This is an optimization exercise on Yosys and OpenROAD, whose aim is small area and a short achievable clock period, not a production implementation.
Function was checked by simulation only, so behaviour that the tests miss may differ from the original.
Power and IR drop assume default switching activity.

<file path="flow/run.sh">
#!/bin/bash
# synth_recipe.tcl (not shown) runs the flow's synth.tcl, then flattens the netlist and writes it again
# the make line also repeats each setting of config.mk as NAME=value (left out here)
make -C /OpenROAD-flow-scripts/flow DESIGN_CONFIG=/design/flow/config.mk WORK_HOME=/design/flow/orfs CLKGATE_MAP_FILE= SYNTH_SCRIPT=/design/flow/synth_recipe.tcl finish
</file>
<file path="flow/config.mk">
export PLATFORM = sky130hd
export DESIGN_NAME = tetrisTop
export DESIGN_NICKNAME = tetrisTop
export VERILOG_FILES = /design/flow/design.v
export SDC_FILE = /design/flow/constraint.sdc
export NUM_CORES = 4
export LEC_CHECK = 0
export CAP_MARGIN = 20
export CORE_MARGIN = 2
export CORE_UTILIZATION = 40
export SLEW_MARGIN = 20
</file>
<file path="flow/constraint.sdc">
create_clock -name core_clock -period 18.0 [get_ports {clk}]
set_input_delay 3.6000 -clock core_clock [delete_from_list [all_inputs] [get_ports {clk}]]
set_output_delay 3.6000 -clock core_clock [all_outputs]
set_load 0.01 [all_outputs]
</file>
<file path="flow/design.v">
package tetrisPkg;
    localparam int boardCols = 10;
    localparam int boardRows = 20;
    localparam int spawnCol = 3;
    localparam int spawnRow = 0;
    localparam int screenWidth = 320;
    localparam int cellPixels = 15;
    localparam int boardLeft = 10;
    localparam int boardTop = 10;
    localparam int previewLeft = 212;
    localparam int previewTop = 56;
    typedef logic [7:0] shapeT;
    typedef logic [2:0] shapeIdxT;
    typedef logic [boardCols-1:0] boardRowT;
    typedef boardRowT [boardRows-1:0] boardT;
    typedef logic signed [4:0] colT;
    typedef logic [4:0] rowT;
    typedef logic [16:0] addrT;
    typedef struct packed {
        shapeT shape;
        rowT   row;
        colT   col;
    } pieceT;
    typedef enum logic {
        statePlay,
        stateOver
    } gameStateT;
    typedef enum logic [1:0] {
        moveNone,
        moveDown,
        moveLeft,
        moveRight
    } moveT;
    localparam int shapeCount = 7;
    function automatic shapeT shapeTable(shapeIdxT idx);
        case (idx)
            3'd0:    shapeTable = 8'b0000_1111;    
            3'd1:    shapeTable = 8'b0111_0010;    
            3'd2:    shapeTable = 8'b0011_0011;    
            3'd3:    shapeTable = 8'b0011_0110;    
            3'd4:    shapeTable = 8'b0110_0011;    
            3'd5:    shapeTable = 8'b0001_0111;    
            3'd6:    shapeTable = 8'b0111_0001;    
            default: shapeTable = 8'b0000_0000;
        endcase
    endfunction
endpackage
`timescale 1ns/100ps
module buttonSync (
    input  logic clk,
    input  logic rst_up,
    input  logic left,
    input  logic right,
    output logic leftPulse,
    output logic rightPulse
);
    logic [3:0][1:0] history;
    logic [1:0]      pulses;
    always_ff @(posedge clk) begin
        if (rst_up) begin
            history <= '0;
        end else begin
            history <= {history[2:0], {right, left}};
        end
    end
    assign pulses = history[2] & ~history[3];
    assign leftPulse = pulses[0];
    assign rightPulse = pulses[1];
endmodule
`timescale 1ns/100ps
module gravityTimer #(
    parameter int tickPeriod = 25_000_000
) (
    input  logic clk,
    input  logic rst_up,
    input  logic running,
    input  logic fall,
    output logic tick
);
    localparam int cntBits = $clog2(tickPeriod + 2);
    logic [cntBits-1:0] count;
    logic [cntBits-1:0] step;
    assign step = count + (fall ? cntBits'(2) : cntBits'(1));
    assign tick = running && (step >= cntBits'(tickPeriod));
    always_ff @(posedge clk) begin
        if (rst_up) begin
            count <= '0;
        end else if (tick) begin
            count <= '0;
        end else if (running) begin
            count <= step;
        end
    end
endmodule
`timescale 1ns/100ps
module collisionCheck (
    input  tetrisPkg::pieceT candidate,
    input  logic [tetrisPkg::boardRows-1:0][tetrisPkg::boardCols-1:0] board,
    output logic             hit
);
    always_comb begin
        int r;
        int c;
        r = 0;
        c = 0;
        hit = 1'b0;
        for (int rr = 0; rr < 2; rr++) begin
            for (int cc = 0; cc < 4; cc++) begin
                r = int'(candidate.row) + rr;
                c = $signed(candidate.col) + cc;
                if (candidate.shape[rr * 4 + cc]) begin
                    if (c < 0 || c >= tetrisPkg::boardCols || r >= tetrisPkg::boardRows) begin
                        hit = 1'b1;
                    end else if (board[r][c]) begin
                        hit = 1'b1;
                    end
                end
            end
        end
    end
endmodule
`timescale 1ns/100ps
module pieceController (
    input  logic              clk,
    input  logic              rst_up,
    input  logic              isPause,
    input  logic              tick,
    input  logic              leftPulse,
    input  logic              rightPulse,
    output logic              running,
    output logic              isFinish,
    output logic [tetrisPkg::boardRows-1:0][tetrisPkg::boardCols-1:0]  settledBoard,
    output tetrisPkg::pieceT  piece,
    output tetrisPkg::shapeT  nextShape
);
    tetrisPkg::gameStateT state;
    tetrisPkg::shapeIdxT  nextIdx;
    tetrisPkg::moveT      move;
    tetrisPkg::pieceT     candidate;
    tetrisPkg::pieceT     spawnPiece;
    logic [tetrisPkg::boardRows-1:0][tetrisPkg::boardCols-1:0]     pieceCells;
    logic [tetrisPkg::boardRows-1:0][tetrisPkg::boardCols-1:0]     landedBoard;
    logic                 hit;
    logic                 spawnHit;
    function automatic logic [tetrisPkg::boardRows*tetrisPkg::boardCols-1:0] placeCells(tetrisPkg::pieceT p);
        logic [tetrisPkg::boardRows*tetrisPkg::boardCols-1:0] cells;
        int r;
        int c;
        cells = '0;
        for (int rr = 0; rr < 2; rr++) begin
            for (int cc = 0; cc < 4; cc++) begin
                r = int'(p.row) + rr;
                c = $signed(p.col) + cc;
                if (p.shape[rr * 4 + cc] && c >= 0 && c < tetrisPkg::boardCols
                        && r < tetrisPkg::boardRows) begin
                    cells[r * tetrisPkg::boardCols + c] = 1'b1;
                end
            end
        end
        placeCells = cells;
    endfunction
    assign running = !isPause && (state == tetrisPkg::statePlay);
    assign isFinish = (state == tetrisPkg::stateOver);
    assign nextShape = tetrisPkg::shapeTable(nextIdx);
    always_comb begin
        move = tetrisPkg::moveNone;
        if (running) begin
            if (tick) begin
                move = tetrisPkg::moveDown;
            end else if (leftPulse) begin
                move = tetrisPkg::moveLeft;
            end else if (rightPulse) begin
                move = tetrisPkg::moveRight;
            end
        end
    end
    always_comb begin
        candidate = piece;
        case (move)
            tetrisPkg::moveDown:  candidate.row = piece.row + 1'b1;
            tetrisPkg::moveLeft:  candidate.col = piece.col - 5'sd1;
            tetrisPkg::moveRight: candidate.col = piece.col + 5'sd1;
            default:              candidate = piece;
        endcase
    end
    collisionCheck check (
        .candidate (candidate),
        .board     (settledBoard),
        .hit       (hit)
    );
    assign pieceCells = placeCells(piece);
    assign landedBoard = settledBoard | pieceCells;
    always_comb begin
        spawnPiece.shape = nextShape;
        spawnPiece.row = tetrisPkg::rowT'(tetrisPkg::spawnRow);
        spawnPiece.col = tetrisPkg::colT'(tetrisPkg::spawnCol);
    end
    assign spawnHit = |(placeCells(spawnPiece) & landedBoard);
    always_ff @(posedge clk) begin
        if (rst_up) begin
            state <= tetrisPkg::statePlay;
            settledBoard <= '0;
            piece.shape <= tetrisPkg::shapeTable(3'd0);
            piece.row <= tetrisPkg::rowT'(tetrisPkg::spawnRow);
            piece.col <= tetrisPkg::colT'(tetrisPkg::spawnCol);
            nextIdx <= tetrisPkg::shapeIdxT'(1);
        end else if (move != tetrisPkg::moveNone) begin
            if (!hit) begin
                piece <= candidate;
            end else if (move == tetrisPkg::moveDown) begin
                settledBoard <= landedBoard;
                piece <= spawnPiece;
                if (nextIdx == tetrisPkg::shapeIdxT'(tetrisPkg::shapeCount - 1)) begin
                    nextIdx <= '0;
                end else begin
                    nextIdx <= nextIdx + 1'b1;
                end
                if (spawnHit) begin
                    state <= tetrisPkg::stateOver;
                end
            end
        end
    end
endmodule
`timescale 1ns/100ps
module pixelLookup (
    input  logic             clk,
    input  logic             rst_up,
    input  tetrisPkg::addrT  addr,
    input  logic [tetrisPkg::boardRows-1:0][tetrisPkg::boardCols-1:0] settledBoard,
    input  tetrisPkg::pieceT piece,
    input  tetrisPkg::shapeT nextShape,
    output logic             haveCube
);
    localparam int boardRight = tetrisPkg::boardLeft
        + tetrisPkg::boardCols * tetrisPkg::cellPixels;
    localparam int boardBottom = tetrisPkg::boardTop
        + tetrisPkg::boardRows * tetrisPkg::cellPixels;
    localparam int previewRight = tetrisPkg::previewLeft + 4 * tetrisPkg::cellPixels;
    localparam int previewBottom = tetrisPkg::previewTop + 2 * tetrisPkg::cellPixels;
    logic [8:0] line;
    logic [8:0] pixel;
    logic       cube;
    assign line = 9'(addr / tetrisPkg::screenWidth);
    assign pixel = 9'(addr % tetrisPkg::screenWidth);
    always_comb begin
        int cellRow;
        int cellCol;
        int pr;
        int pc;
        cellRow = 0;
        cellCol = 0;
        pr = 0;
        pc = 0;
        cube = 1'b0;
        if (pixel >= tetrisPkg::boardLeft && pixel < boardRight
                && line >= tetrisPkg::boardTop && line < boardBottom) begin
            cellCol = (int'(pixel) - tetrisPkg::boardLeft) / tetrisPkg::cellPixels;
            cellRow = (int'(line) - tetrisPkg::boardTop) / tetrisPkg::cellPixels;
            pr = cellRow - int'(piece.row);
            pc = cellCol - $signed(piece.col);
            cube = settledBoard[cellRow][cellCol];
            if (pr >= 0 && pr < 2 && pc >= 0 && pc < 4) begin
                cube = cube | piece.shape[pr * 4 + pc];
            end
        end else if (pixel >= tetrisPkg::previewLeft && pixel < previewRight
                && line >= tetrisPkg::previewTop && line < previewBottom) begin
            pc = (int'(pixel) - tetrisPkg::previewLeft) / tetrisPkg::cellPixels;
            pr = (int'(line) - tetrisPkg::previewTop) / tetrisPkg::cellPixels;
            cube = nextShape[pr * 4 + pc];
        end
    end
    always_ff @(posedge clk) begin
        if (rst_up) begin
            haveCube <= 1'b0;
        end else begin
            haveCube <= cube;
        end
    end
endmodule
`timescale 1ns/100ps
module tetrisTop #(
    parameter int tickPeriod = 40
) (
    input  logic            clk,
    input  logic            rst_up,
    input  logic            left,
    input  logic            right,
    input  logic            fall,
    input  logic            isPause,
    input  tetrisPkg::addrT addr,
    output logic            isFinish,
    output logic            haveCube,
    output logic            flag
);
    logic             leftPulse;
    logic             rightPulse;
    logic             running;
    logic             tick;
    logic [tetrisPkg::boardRows-1:0][tetrisPkg::boardCols-1:0] settledBoard;
    tetrisPkg::pieceT piece;
    tetrisPkg::shapeT nextShape;
    assign flag = running;
    buttonSync buttons (
        .clk        (clk),
        .rst_up     (rst_up),
        .left       (left),
        .right      (right),
        .leftPulse  (leftPulse),
        .rightPulse (rightPulse)
    );
    gravityTimer #(
        .tickPeriod (tickPeriod)
    ) gravity (
        .clk     (clk),
        .rst_up  (rst_up),
        .running (running),
        .fall    (fall),
        .tick    (tick)
    );
    pieceController game (
        .clk          (clk),
        .rst_up       (rst_up),
        .isPause      (isPause),
        .tick         (tick),
        .leftPulse    (leftPulse),
        .rightPulse   (rightPulse),
        .running      (running),
        .isFinish     (isFinish),
        .settledBoard (settledBoard),
        .piece        (piece),
        .nextShape    (nextShape)
    );
    pixelLookup lookup (
        .clk          (clk),
        .rst_up       (rst_up),
        .addr         (addr),
        .settledBoard (settledBoard),
        .piece        (piece),
        .nextShape    (nextShape),
        .haveCube     (haveCube)
    );
endmodule
</file>
==> impl_metrics.env <==
export IMPL_area_growth_pct=7.29
export IMPL_syn_avg_cell_area_um2=7.27
export IMPL_drt_iter0_drc=7865
export IMPL_syn_cell_area_mm2=0.0480
export IMPL_grt_pass1_wl_um=371000
export IMPL_hold_viol=0
export IMPL_worstPathMaxFanout=20
export IMPL_nets=6862
export IMPL_drc=0
export IMPL_fin_worst_skew_ns=0.0513
export IMPL_synth_cell_type_count=140
export IMPL_required_ns=18.48
export IMPL_hpwl_um=209000
export IMPL_fin_crit_sh=0.959
export IMPL_fp_dieH_um=350
export IMPL_worst_path_buf_inv=5
export IMPL_yosys_top_cells_count="nand2_1 (837), nor2_1 (742), a21oi_1 (524)"
export IMPL_p_leak_uw=0.0193
export IMPL_routed_wl_um=262000
export IMPL_cp_start_kind="input pin"
export IMPL_peakVddDrop_v=0.000360
export IMPL_ys_seq_area_frac=0.0985
export IMPL_n_fill_cell=12500
export IMPL_crit_cells=60
export IMPL_fmax_ghz=0.0579
export IMPL_wl_per_cell_um=32.2
export IMPL_hp_start="buttons.history[1]"
export IMPL_dieWidth_um=350
export IMPL_synth_top_area_share=0.0985
export IMPL_core_mm2=0.119
export IMPL_synth_edf_count=0
export IMPL_pin_count=26
export IMPL_cts_htree_levels=1
export IMPL_port_buffers=25
export IMPL_worst_r2r_path_depth=30
export IMPL_final_max_slew_viol_count=0
export IMPL_rsz0062_at_grt="false"
export IMPL_row_count=127
export IMPL_grt_usage=0.410
export IMPL_pre_cts_slack_ns=-0.958
export IMPL_power_density_mw_per_mm2=107
export IMPL_hold_path_class="reg2reg"
export IMPL_cp_common_cell="a21oi_1"
export IMPL_crit_end="lookup.haveCube"
export IMPL_synth_flop_cell="dfxtp_1"
export IMPL_yosys_warnings=5
export IMPL_ant_nets=0
export IMPL_async_flop_share=0
export IMPL_firstDrtPassIters=7
export IMPL_cts_tree="built"
export IMPL_timing_rr_start="gravity.count[0]"
export IMPL_end_kind="flip-flop"
export IMPL_grt_antenna_before_repair=8
export IMPL_setup_viol=0
export IMPL_fin_util=0.431
export IMPL_max_slew_margin=0.0937
export IMPL_synth_most_common_cell="nand2_1"
export IMPL_slowest_stage="or4_1"
export IMPL_tightest_slew_ns=1.36
export IMPL_drive_above_1_share=0.0895
export IMPL_start_util=0.401
export IMPL_die_area_mm2=0.123
export IMPL_final_min_clock_period_ns=17.27
export IMPL_insertion_delay_ns=0.61
export IMPL_worstPathArrival_ns=17.75
export IMPL_cts_sinks=236
export IMPL_viasPerCell=6.94
export IMPL_place_congestion=1.12
export IMPL_fin_ws_ns=0.734
export IMPL_cts_root_buf="clkbuf_16"
export IMPL_crit_family="compound AO/OA/AOI/OAI gates"
export IMPL_ff2ff_setup_slack_ns=7.60
export IMPL_slowest_delay_ns=0.59
export IMPL_synth_seq_cells=236
export IMPL_worstSetupPathType="in2reg"
export IMPL_synthCells=6599
export IMPL_grt_overflow_total=0
export IMPL_startpoint="addr[13]"
export IMPL_synth_top_cell_by_area="dfxtp_1"
export IMPL_grt_max_degree=213
export IMPL_outcome="complete, no violations"
export IMPL_clkTransAtPathRegs_ns=0.06
export IMPL_ys_top_cells_by_area="dfxtp_1 (9.9%), mux2i_1 (8.7%), ha_1 (8.3%), mux4_2 (7.2%), nand2_1 (6.6%)"
export IMPL_clk_path_buf_depth=3
export IMPL_grt_pass1_vias=51700
export IMPL_maxCapViolCount=0
export IMPL_numCtsBuffers=25
export IMPL_vias=56400
export IMPL_timing_rr_end="game.state"
[layout make-up]
| class | count | area [µm²] | area share |
|---|---|---|---|
| multi-input cells | 5805 | 41300 | 0.804 |
| flip-flops and latches | 236 | 4730 | 0.0919 |
| repair buffers | 218 | 1720 | 0.0334 |
| well taps | 1612 | 2020 | 0.0392 |
| diodes | 3 | 7.51 | 0.000146 |
| inverters | 210 | 791 | 0.0154 |
| clock buffers | 30 | 664 | 0.0129 |
| clock inverters | 14 | 184 | 0.00357 |
[state kept, by name, indices dropped and copies added (netlist names)]
signal,flops
game.piece,17
game.nextIdx,3
lookup.haveCube,1
game.state,1
game.settledBoard,200
gravity.count,6
buttons.history,8
[kinds of logic after synthesis]
logic type / after synthesis / share of synthesized area
and+or+nand+nor: 2551 / 0.248
AOI/OAI and AO/OA: 1928 / 0.279
muxes: 591 / 0.164
buffers and inverters: 575 / 0.0468
xor gates and xnor gates: 370 / 0.0693
adders and majority gates: 346 / 0.0942
DFF: 236 / 0.0985
other: 2 / 0.000157
[layout by cell type (no fill, tap or decap), types with 20 or more instances in the layout]
cell type	instances
o21bai_1	59
o211ai_1	79
nor2b_1	72
dfxtp_1	234
a221oi_1	167
o31ai_1	32
a21oi_1	522
buf_4	189
o22ai_1	177
mux4_2	154
nand4_1	59
and2_1	46
fa_1	24
clkdlybuf4s50_1	20
and3_1	54
inv_1	201
or2_2	31
mux2i_1	417
nand3_1	194
o2111ai_1	157
a211oi_1	48
a21o_1	64
o221ai_1	41
nor2_1	730
xor2_1	115
xnor2_1	238
nand2b_1	78
nor3_1	169
a22oi_1	35
a31oi_1	47
ha_1	313
o21ai_0	201
nor3b_1	21
nand2_1	837
clkbuf_16	25
or3_1	46
o21a_1	40
nor4_1	58
[where the power goes]
part / internal [µW] / switching, µW / total [µW]
Clock: 311 / 253 / 563
Sequential: 524 / 1.12 / 525
Combinational: 1670 / 2740 / 4410
Total: 2510 / 2990 / 5500
[worst reg2reg max path: cells and delay by family, from the launching register on]
family,cells,cell delay [ns]
DFF,1,0.33
adders and majority gates,6,2.26
AOI/OAI and AO/OA,7,2.19
muxes,4,1.37
buffers and inverters,5,1.60
xor gates and xnor gates,1,0.73
and+or+nand+nor,7,1.82
[worst min-delay path by stage]
stage / endpoint / slack [ns] / depth (start not counted)
floorplan: buttons.history[2] / 0.41 / 1
global placement: buttons.history[3] / 0.42 / 1
detailed placement: buttons.history[5] / 0.43 / 1
CTS: buttons.history[5] / 0.44 / 1
global route: buttons.history[5] / 0.46 / 1
finish: buttons.history[3] / 0.44 / 1
[stage by stage]
step	cell area (µm²)	hold WS [ns]	total power, µW	cells	setup TNS [ns]
detailed placement	50400	0.425	4710	8074	-0.958
CTS	51300	0.440	5290	8118	0
floorplan	48000	0.414	3580	6616	0
global route	51500	0.461	5820	8126	0
global placement	50400	0.420	4680	8071	-0.843
finish	51500	0.439	5500	8128	0
[timing repair]
| action | in CTS | in global routing |
|---|---|---|
| pin swaps | 0 | 6 |
| setup buffers | 0 | 5 |
| resized for setup | 3 | 20 |
| endpoints found under the setup margin | 1 | 1 |
| hold buffers | 0 | 0 |
[metal layers]
metal / GRT usage / routed length (µm) / vias to the layer above
li1: - / - / 24800
met3: 0.0964 / 27600 / 789
met2: 0.616 / 110000 / 3509
met1: 0.534 / 106000 / 27300
met5: 0.00275 / 46 / -
met4: 0.238 / 19000 / 8

[static timing again, ports no longer ideal]
Ports are ideal in the flow. The routed layout listed here was re-timed in OpenROAD.
Step 1 assumes that a clkbuf_16 drives the clock port and a buf_2 every other input.
Step 2 times the ports against the registers' clock, not the clock port: input delays grow and output delays shrink by t, the midpoint of the rising clock arrivals with the driver on.
Slacks: ideal / step 1 / step 2; pairs: ideal / step 1.
shift t [ns]: 0.661
slack for setup (ns): 0.734 / 0.790 / 0.130
pins driven straight from the clock port: 1
After both steps setup and hold are still met in this run. The setup slack of this run moves by +0.056 ns with the drivers and by -0.604 ns with both steps.
